What follows belongs to an exercise in optimizing a design on an open flow for small area; a production flow would make more cautious choices. Function was checked by simulation only, so behaviour that the tests miss may differ from the original. Power figures rest on the tool's default switching activity, not on a simulated workload.

==> design/flow/config.mk <==
export PLATFORM = sky130hd
export DESIGN_NAME = rl_lj_force_accumulator
export DESIGN_NICKNAME = rl_lj_force_accumulator
export VERILOG_FILES = /design/flow/design.v
export SDC_FILE = /design/flow/constraint.sdc
export NUM_CORES = 4
export LEC_CHECK = 0
export CAP_MARGIN = 20
export CORE_MARGIN = 2
export CORE_UTILIZATION = 40
export SLEW_MARGIN = 20
==> design/flow/constraint.sdc <==
create_clock -name core_clock -period 7.0 [get_ports {clk}]
set_input_delay 1.4000 -clock core_clock [delete_from_list [all_inputs] [get_ports {clk}]]
set_output_delay 1.4000 -clock core_clock [all_outputs]
set_load 0.01 [all_outputs]
==> design/flow/design.v <==
`timescale 1ns/1ps
module rl_lj_force_accumulator #(
  parameter int DATA_WIDTH              = 32,
  parameter int REF_PARTICLE_NUM        = 100,
  parameter int REF_RAM_ADDR_WIDTH      = 7,
  parameter int NEIGHBOR_PARTICLE_NUM   = 100,
  parameter int NEIGHBOR_RAM_ADDR_WIDTH = 7,
  parameter int ACC_WIDTH               = 48,
  parameter int FRAC_BITS               = 24
) (
  input  logic                          clk,
  input  logic                          rst,
  input  logic                          start,
  input  logic                          force_valid,
  input  logic [DATA_WIDTH-1:0]         force_x,
  input  logic [DATA_WIDTH-1:0]         force_y,
  input  logic [DATA_WIDTH-1:0]         force_z,
  input  logic                          pipeline_done,
  output logic [ACC_WIDTH-1:0]          acc_x,
  output logic [ACC_WIDTH-1:0]          acc_y,
  output logic [ACC_WIDTH-1:0]          acc_z,
  output logic [REF_RAM_ADDR_WIDTH-1:0] acc_addr,
  output logic                          acc_wren,
  output logic                          overflow,
  output logic                          count_error,
  output logic                          done
);
  typedef enum logic [1:0] {IDLE = 2'd0, ACCUM = 2'd1, DONE = 2'd2} state_t;
  localparam logic [ACC_WIDTH-1:0] MAX_POS = {1'b0, {(ACC_WIDTH-1){1'b1}}};
  localparam logic [ACC_WIDTH-1:0] MAX_NEG = {1'b1, {(ACC_WIDTH-2){1'b0}}, 1'b1};
  localparam logic signed [ACC_WIDTH:0] SUM_MAX = {2'b00, {(ACC_WIDTH-1){1'b1}}};
  localparam logic signed [ACC_WIDTH:0] SUM_MIN = {2'b11, {(ACC_WIDTH-2){1'b0}}, 1'b1};
  localparam logic [NEIGHBOR_RAM_ADDR_WIDTH-1:0] NBR_LAST =
    NEIGHBOR_RAM_ADDR_WIDTH'(NEIGHBOR_PARTICLE_NUM - 1);
  localparam logic [REF_RAM_ADDR_WIDTH-1:0] REF_LAST =
    REF_RAM_ADDR_WIDTH'(REF_PARTICLE_NUM - 1);
  function automatic logic [ACC_WIDTH:0] to_fixed(input logic [DATA_WIDTH-1:0] f);
    logic [7:0]           e;
    logic [23:0]          mant;
    logic [ACC_WIDTH-1:0] mag;
    logic                 sat;
    int                   sh;
    e    = f[30:23];
    mant = {1'b1, f[22:0]};
    mag  = '0;
    sat  = 1'b0;
    sh   = int'({24'd0, e}) - 32'sd150 + FRAC_BITS;
    if (e == 8'd0) begin
      mag = '0;
    end else if (e == 8'hFF || sh >= ACC_WIDTH - 32'sd24) begin
      sat = 1'b1;
    end else if (sh >= 32'sd0) begin
      mag = {{(ACC_WIDTH-24){1'b0}}, mant} << sh;
    end else if (sh > -32'sd24) begin
      mag = {{(ACC_WIDTH-24){1'b0}}, mant >> (-sh)};
    end else begin
      mag = '0;
    end
    if (sat) begin
      mag = MAX_POS;
    end else begin
      mag = mag;
    end
    to_fixed = {sat, (f[31] ? -mag : mag)};
  endfunction
  function automatic logic [ACC_WIDTH:0] sat_add(input logic [ACC_WIDTH-1:0] a,
                                                 input logic [ACC_WIDTH-1:0] b);
    logic signed [ACC_WIDTH:0] s;
    s = $signed({a[ACC_WIDTH-1], a}) + $signed({b[ACC_WIDTH-1], b});
    if (s > SUM_MAX) begin
      sat_add = {1'b1, MAX_POS};
    end else if (s < SUM_MIN) begin
      sat_add = {1'b1, MAX_NEG};
    end else begin
      sat_add = {1'b0, s[ACC_WIDTH-1:0]};
    end
  endfunction
  state_t                             state_r;
  logic [NEIGHBOR_RAM_ADDR_WIDTH-1:0] nbr_cnt_r;
  logic [REF_RAM_ADDR_WIDTH-1:0]      ref_cnt_r;
  logic                               all_counted_r;
  logic                               early_r;
  logic                               s1_valid_r, s1_first_r, s1_last_r, s1_ovf_r;
  logic [REF_RAM_ADDR_WIDTH-1:0]      s1_ref_r;
  logic [ACC_WIDTH-1:0]               s1_x_r, s1_y_r, s1_z_r;
  logic [ACC_WIDTH-1:0]               acc_x_r, acc_y_r, acc_z_r;
  logic [REF_RAM_ADDR_WIDTH-1:0]      acc_addr_r;
  logic                               acc_wren_r, overflow_r, count_error_r, done_r;
  logic [ACC_WIDTH:0]                 conv_x_s, conv_y_s, conv_z_s;
  logic [ACC_WIDTH:0]                 next_x_s, next_y_s, next_z_s;
  logic                               early_done_s;
  always_comb begin
    conv_x_s     = to_fixed(force_x);
    conv_y_s     = to_fixed(force_y);
    conv_z_s     = to_fixed(force_z);
    early_done_s = (state_r == ACCUM) && pipeline_done && !all_counted_r;
    if (s1_first_r) begin
      next_x_s = {1'b0, s1_x_r};
      next_y_s = {1'b0, s1_y_r};
      next_z_s = {1'b0, s1_z_r};
    end else begin
      next_x_s = sat_add(acc_x_r, s1_x_r);
      next_y_s = sat_add(acc_y_r, s1_y_r);
      next_z_s = sat_add(acc_z_r, s1_z_r);
    end
  end
  always_ff @(posedge clk) begin
    if (rst || start) begin
      state_r       <= rst ? IDLE : ACCUM;
      nbr_cnt_r     <= '0;
      ref_cnt_r     <= '0;
      all_counted_r <= 1'b0;
      early_r       <= 1'b0;
      s1_valid_r    <= 1'b0;
      s1_first_r    <= 1'b0;
      s1_last_r     <= 1'b0;
      s1_ovf_r      <= 1'b0;
      s1_ref_r      <= '0;
      s1_x_r        <= '0;
      s1_y_r        <= '0;
      s1_z_r        <= '0;
      acc_x_r       <= '0;
      acc_y_r       <= '0;
      acc_z_r       <= '0;
      acc_addr_r    <= '0;
      acc_wren_r    <= 1'b0;
      overflow_r    <= 1'b0;
      count_error_r <= 1'b0;
      done_r        <= 1'b0;
    end else begin
      acc_wren_r <= 1'b0;
      done_r     <= 1'b0;
      s1_valid_r <= 1'b0;
      case (state_r)
        IDLE: state_r <= IDLE;
        ACCUM: begin
          if (early_done_s) begin
            count_error_r <= 1'b1;
            early_r       <= 1'b1;
            done_r        <= 1'b1;
            acc_x_r       <= '0;
            acc_y_r       <= '0;
            acc_z_r       <= '0;
            state_r       <= DONE;
          end else begin
            if (force_valid && !all_counted_r) begin
              s1_valid_r <= 1'b1;
              s1_first_r <= (nbr_cnt_r == '0);
              s1_last_r  <= (nbr_cnt_r == NBR_LAST);
              s1_ref_r   <= ref_cnt_r;
              s1_x_r     <= conv_x_s[ACC_WIDTH-1:0];
              s1_y_r     <= conv_y_s[ACC_WIDTH-1:0];
              s1_z_r     <= conv_z_s[ACC_WIDTH-1:0];
              s1_ovf_r   <= conv_x_s[ACC_WIDTH] | conv_y_s[ACC_WIDTH] | conv_z_s[ACC_WIDTH];
              if (nbr_cnt_r == NBR_LAST) begin
                nbr_cnt_r     <= '0;
                ref_cnt_r     <= ref_cnt_r + 1'b1;
                all_counted_r <= (ref_cnt_r == REF_LAST);
              end else begin
                nbr_cnt_r <= nbr_cnt_r + 1'b1;
              end
            end
            if (s1_valid_r) begin
              acc_x_r    <= next_x_s[ACC_WIDTH-1:0];
              acc_y_r    <= next_y_s[ACC_WIDTH-1:0];
              acc_z_r    <= next_z_s[ACC_WIDTH-1:0];
              overflow_r <= overflow_r | s1_ovf_r | next_x_s[ACC_WIDTH]
                            | next_y_s[ACC_WIDTH] | next_z_s[ACC_WIDTH];
              acc_addr_r <= s1_ref_r;
              acc_wren_r <= s1_last_r;
              if (s1_last_r && (s1_ref_r == REF_LAST)) begin
                state_r <= DONE;
              end
            end
          end
        end
        DONE: begin
          done_r  <= !early_r;
          early_r <= 1'b0;
          state_r <= IDLE;
        end
        default: state_r <= IDLE;
      endcase
    end
  end
  assign acc_x       = acc_x_r;
  assign acc_y       = acc_y_r;
  assign acc_z       = acc_z_r;
  assign acc_addr    = acc_addr_r;
  assign acc_wren    = acc_wren_r;
  assign overflow    = overflow_r;
  assign count_error = count_error_r;
  assign done        = done_r;
endmodule
==> design/flow/run.sh <==
#!/bin/bash
# synth_recipe.tcl (not shown) runs the flow's synth.tcl, then flattens the netlist and writes it again
# the make line also repeats each setting of config.mk as NAME=value (left out here)
make -C /OpenROAD-flow-scripts/flow DESIGN_CONFIG=/design/flow/config.mk WORK_HOME=/design/flow/orfs CLKGATE_MAP_FILE= SYNTH_SCRIPT=/design/flow/synth_recipe.tcl finish
==> summary.txt <==
Outcome
The run finished with no timing, DRC or antenna violations.

Final layout
The filler cell count is 10,200. The fraction of final layout cells with drive strength greater than 1 is 13.1%. Compared with the post-synthesis result, the final layout area differs by 18.1%. The net count reported at finish is 6,128.

The total inserted antenna cells is 0. Once layout is complete, the cells apart from fillers number 7,147.

STA
Of the available clock period, the critical path in the final layout requires 96.5%. For the pin with the worst max-slew slack, the measured transition is 1070 ps. The final count of pins violating max slew is 0.

The smallest setup slack after layout is 248 ps. For this run, the top clock speed supported by timing is 148 MHz. The time the final worst path needs with I/O delays and setup is 6750 ps.

Final hold analysis gives a worst-case slack of 459 ps. Adding up every negative setup slack in the final design gives 0 ps. The largest clock skew in the final design is 37.9 ps. The final number of hold-violating endpoints is 0. Setup violations remaining at the end of the flow were counted as 0. The worst pin sits at a relative slew slack of 28.3%.

Critical path
The worst path required time is 7430 ps. The endpoint type of the worst setup path is a register. The critical path arrival is 7180 ps. The type of the worst setup path is in -> reg. The kind of start point of the critical path is an input pin.

Of all nets on the critical path, the largest fanout is 6.

Placed design
The cell count after placement is 7,074. The worst slack at placement is -359 ps. The sum of net half-perimeters after detailed placement is 133,000 um.

Port buffering added 255 buffers. The last weighted congestion value of the routability-driven placer is 1.03.

Die
The core region is 98,700 sq um. Once the floorplan was initialized, standard cells occupied 40.5% of the core. The floorplan step defined a die boundary enclosing 102,000 sq um. The die is 320 um wide. Row generation in the floorplan step produced 115 rows. The total I/O pin count is 256.

The floorplan step set the die height to 320 um.

Clock network
TritonCTS built the clock tree. The tree is rooted in a sky130_fd_sc_hd__clkbuf_16. The number of sinks driven by the clock tree is 328. The clock latency on the worst-skew pair is 600 ps. The number of H-tree levels is 2. The clock passes through at most 3 buffers. The number of buffers inserted during clock tree synthesis is 41.

The number of buffers inserted by hold repair at cts is 0. Clock-pin slew was measured on the worst setup and hold paths at 60 ps.

Pwr
The worst-case IR drop observed on VDD is 0.139 mV. The overall power of the completed layout is 7.08 mW. The power density of the placed cells is 150 nW/um^2. The analysis attributes to cell leakage a power of 18.0 nW.

Route
The detail-routed via count per cell is 6.27. The first routing iteration left 4,153 violations. The iteration count of the initial detailed-routing pass is 6. After detailed routing, the number of remaining DRC violations is 0. For this block, the routed nets add up to 168,000 um of wire. Once detail routing completed, the nets flagged for antenna violations numbered 0. After detailed routing, the average wire length per cell comes to 23.6 um. The routed via count is 44,800.

Synthesis
For this run, the number of Yosys warnings is 1. The synthesized design contains 328 register bits. The sequential area share after synthesis is 16.5%. The number of enable-type register cells in the synthesized netlist is 2. The count of unique library cells instantiated by Yosys is 115. The leading register cell type out of synthesis is sky130_fd_sc_hd__dfxtp_1. The share of flip-flops with an asynchronous set or reset is 0%. The cell count after synthesis came out at 5,539. The mapped netlist covers 39,900 sq um. A synthesized cell averages 7.21 sq um. The synthesized netlist net count is 5,837.

GRT
The number of global-route vias before repair is 41,800. Global routing consumed, over all layers together, 31.5% of the routing resources. The first global-routing pass estimated 256,000 um of wire.

The largest net degree at the start of global routing is 75. Summed over all layers, the global routing overflow is 0. The initial antenna violation count is 1.

Flow run
The max-capacitance violation count is 0.

Min path
In this run the worst hold path is classified as reg -> reg.
-- placed cells by master (no fill, tap or decap), drive strengths merged, types with 43 or more instances in the layout --
cell / netlist / routed
a211oi: 83 / 83
a31oi: 91 / 91
nand2b: 57 / 57
clkbuf: 306 / 49
o31ai: 60 / 60
nand4: 73 / 73
o211ai: 74 / 74
nor2b: 46 / 46
clkdlybuf4s50: 0 / 248
a21o: 83 / 83
xor2: 134 / 134
nand3: 125 / 125
and2: 43 / 43
a21oi: 427 / 427
inv: 101 / 103
mux2i: 137 / 137
nand2: 793 / 793
ha: 194 / 194
and3: 58 / 58
nor3: 115 / 115
o21ai: 624 / 624
o22ai: 43 / 43
buf: 77 / 383
o21a: 88 / 88
mux4: 106 / 106
dfxtp: 326 / 326
nor2: 427 / 427
mux2: 63 / 63
xnor2: 149 / 149
-- registers in the layout, summed over array words and instances, names as in the netlist, 2 cells and up --
name,count
state_r,2
acc_y_r,48
nbr_cnt_r,7
acc_z_r,48
s1_ref_r,7
ref_cnt_r,7
s1_y_r,48
acc_addr_r,7
acc_x_r,48
s1_z_r,48
s1_x_r,48
-- report_power, final --
| part | internal (mW) | switching [mW] |
|---|---|---|
| clock | 1.25 | 0.930 |
| sequential | 1.88 | 0.0167 |
| combinational | 1.14 | 1.86 |
-- cell type report --
| type | instances | area, sq um | area share, % |
|---|---|---|---|
| well taps | 1287 | 1610 | 3.42 |
| multi-input cells | 4725 | 31900 | 67.6 |
| clock inverters | 24 | 256 | 0.544 |
| clock buffers | 49 | 1080 | 2.28 |
| repair buffers | 631 | 5350 | 11.4 |
| inverters | 103 | 390 | 0.828 |
| flip-flops and latches | 328 | 6590 | 14.0 |
-- worst max-delay path: stages --
cell and delay (ps):
sky130_fd_sc_hd__clkdlybuf4s50_1 490, sky130_fd_sc_hd__ha_1 270, sky130_fd_sc_hd__xnor2_4 150, sky130_fd_sc_hd__inv_2 60, sky130_fd_sc_hd__ha_4 160, sky130_fd_sc_hd__nand4b_1 170, sky130_fd_sc_hd__nor4_2 310, sky130_fd_sc_hd__nor2_1 90
sky130_fd_sc_hd__o31a_1 340, sky130_fd_sc_hd__or3_1 380, sky130_fd_sc_hd__ha_1 310, sky130_fd_sc_hd__nand4_1 160, sky130_fd_sc_hd__nor4_4 70, sky130_fd_sc_hd__and2_1 170, sky130_fd_sc_hd__a2bb2oi_2 430, sky130_fd_sc_hd__a21oi_2 130
sky130_fd_sc_hd__o211ai_1 310, sky130_fd_sc_hd__o21ai_0 210, sky130_fd_sc_hd__nor4_4 520, sky130_fd_sc_hd__nand3_2 170, sky130_fd_sc_hd__buf_4 180, sky130_fd_sc_hd__nor4bb_1 370, sky130_fd_sc_hd__mux2i_1 240, sky130_fd_sc_hd__a21oi_1 80
-- stage by stage --
step	util, %	cell area (sq um)
final	47.8	47100
after CTS	47.7	47100
after detailed placement	46.3	45700
after global placement	46.3	45700
after floorplan	-	40200
after global routing	47.8	47100
-- Yosys cell counts, types with 81 or more instances --
| library cell | number | share of area [%] |
|---|---|---|
| sky130_fd_sc_hd__dfxtp_1 | 326 | 16 |
| sky130_fd_sc_hd__mux2i_1 | 137 | 3.4 |
| sky130_fd_sc_hd__a21o_1 | 83 | 1.6 |
| sky130_fd_sc_hd__inv_1 | 97 | 0.91 |
| sky130_fd_sc_hd__nand3_1 | 124 | 1.6 |
| sky130_fd_sc_hd__a31oi_1 | 90 | 1.4 |
| sky130_fd_sc_hd__nor3_1 | 114 | 1.4 |
| sky130_fd_sc_hd__o21a_1 | 88 | 1.7 |
| sky130_fd_sc_hd__nand2_1 | 793 | 7.5 |
| sky130_fd_sc_hd__nor2_1 | 427 | 4.0 |
| sky130_fd_sc_hd__a211oi_1 | 81 | 1.5 |
| sky130_fd_sc_hd__clkbuf_1 | 306 | 2.9 |
| sky130_fd_sc_hd__o21ai_0 | 614 | 7.7 |
| sky130_fd_sc_hd__xor2_1 | 134 | 2.9 |
| sky130_fd_sc_hd__xnor2_1 | 148 | 3.2 |
| sky130_fd_sc_hd__a21oi_1 | 425 | 5.3 |
| sky130_fd_sc_hd__ha_1 | 194 | 6.1 |
| sky130_fd_sc_hd__mux4_2 | 106 | 6.0 |
-- kinds of logic (layout without fill, tap and decap cells) --
logic type | Yosys count | count (layout) | synth area share [%]
XOR/XNOR | 286 | 286 | 6.40
adder cells (fa/ha/maj) | 214 | 214 | 6.65
AND/OR/NAND/NOR | 1951 | 1951 | 23.0
multiplexers | 306 | 306 | 11.2
AO/OA/AOI/OAI | 1968 | 1968 | 31.5
buffers and inverters | 486 | 807 | 4.75
flip-flops | 328 | 328 | 16.5
-- path summary, 6_finish.rpt --
check / from / end / slack [ps] / cells past startpoint
worst min-delay path: acc_addr_r[1]$_SDFFE_PP0P_ / acc_addr_r[1]$_SDFFE_PP0P_ / 460 / 2
worst max register to register: acc_x_r[0]$_SDFFE_PP0P_ / acc_x_r[7]$_SDFFE_PP0P_ / 1340 / 16
worst min register to register: acc_addr_r[1]$_SDFFE_PP0P_ / acc_addr_r[1]$_SDFFE_PP0P_ / 460 / 2
worst max-delay path: force_x[25] / s1_x_r[29]$_SDFFE_PP0P_ / 250 / 24
-- repair_timing --
item / in CTS / in global routing
endpoints found under the hold margin: 0 / 0
resized for setup: 0 / 14
setup endpoints to repair: 0 / 49
buffers inserted: 0 / 0
-- metal layers --
layer | vias to the layer above | routed length (um) | GRT usage (%)
met2 | 1770 | 76600 | 51.8
met5 | - | 0 | 0
met4 | 0 | 6370 | 10.7
met1 | 21400 | 74800 | 42.8
met3 | 304 | 10700 | 3.57
li1 | 21300 | - | -

==> re-timing with driven ports <==
Ports are ideal in the flow. The routed layout listed here was re-timed in OpenROAD.
Step 1 sets driving cells, clkbuf_16 on the clock port and buf_2 on the other inputs (assumed; they add their load-dependent delay and slew).
Step 2, shift: input delay + t, output delay - t, t = (earliest + latest rising clock arrival at the registers) / 2. This alone moves slack from input paths to output paths.
a / b / c = ideal ports / drivers / drivers and shift; a / b = the first two.
shift t [ns]: 0.643
slack for setup (ns): 0.248 / 0.257 / -0.386
worst setup path after step 2: input to register
Met with ideal ports but missed after step 2: setup timing in this run. The setup slack of this run moves by +0.009 ns with the drivers and by -0.634 ns with both steps.
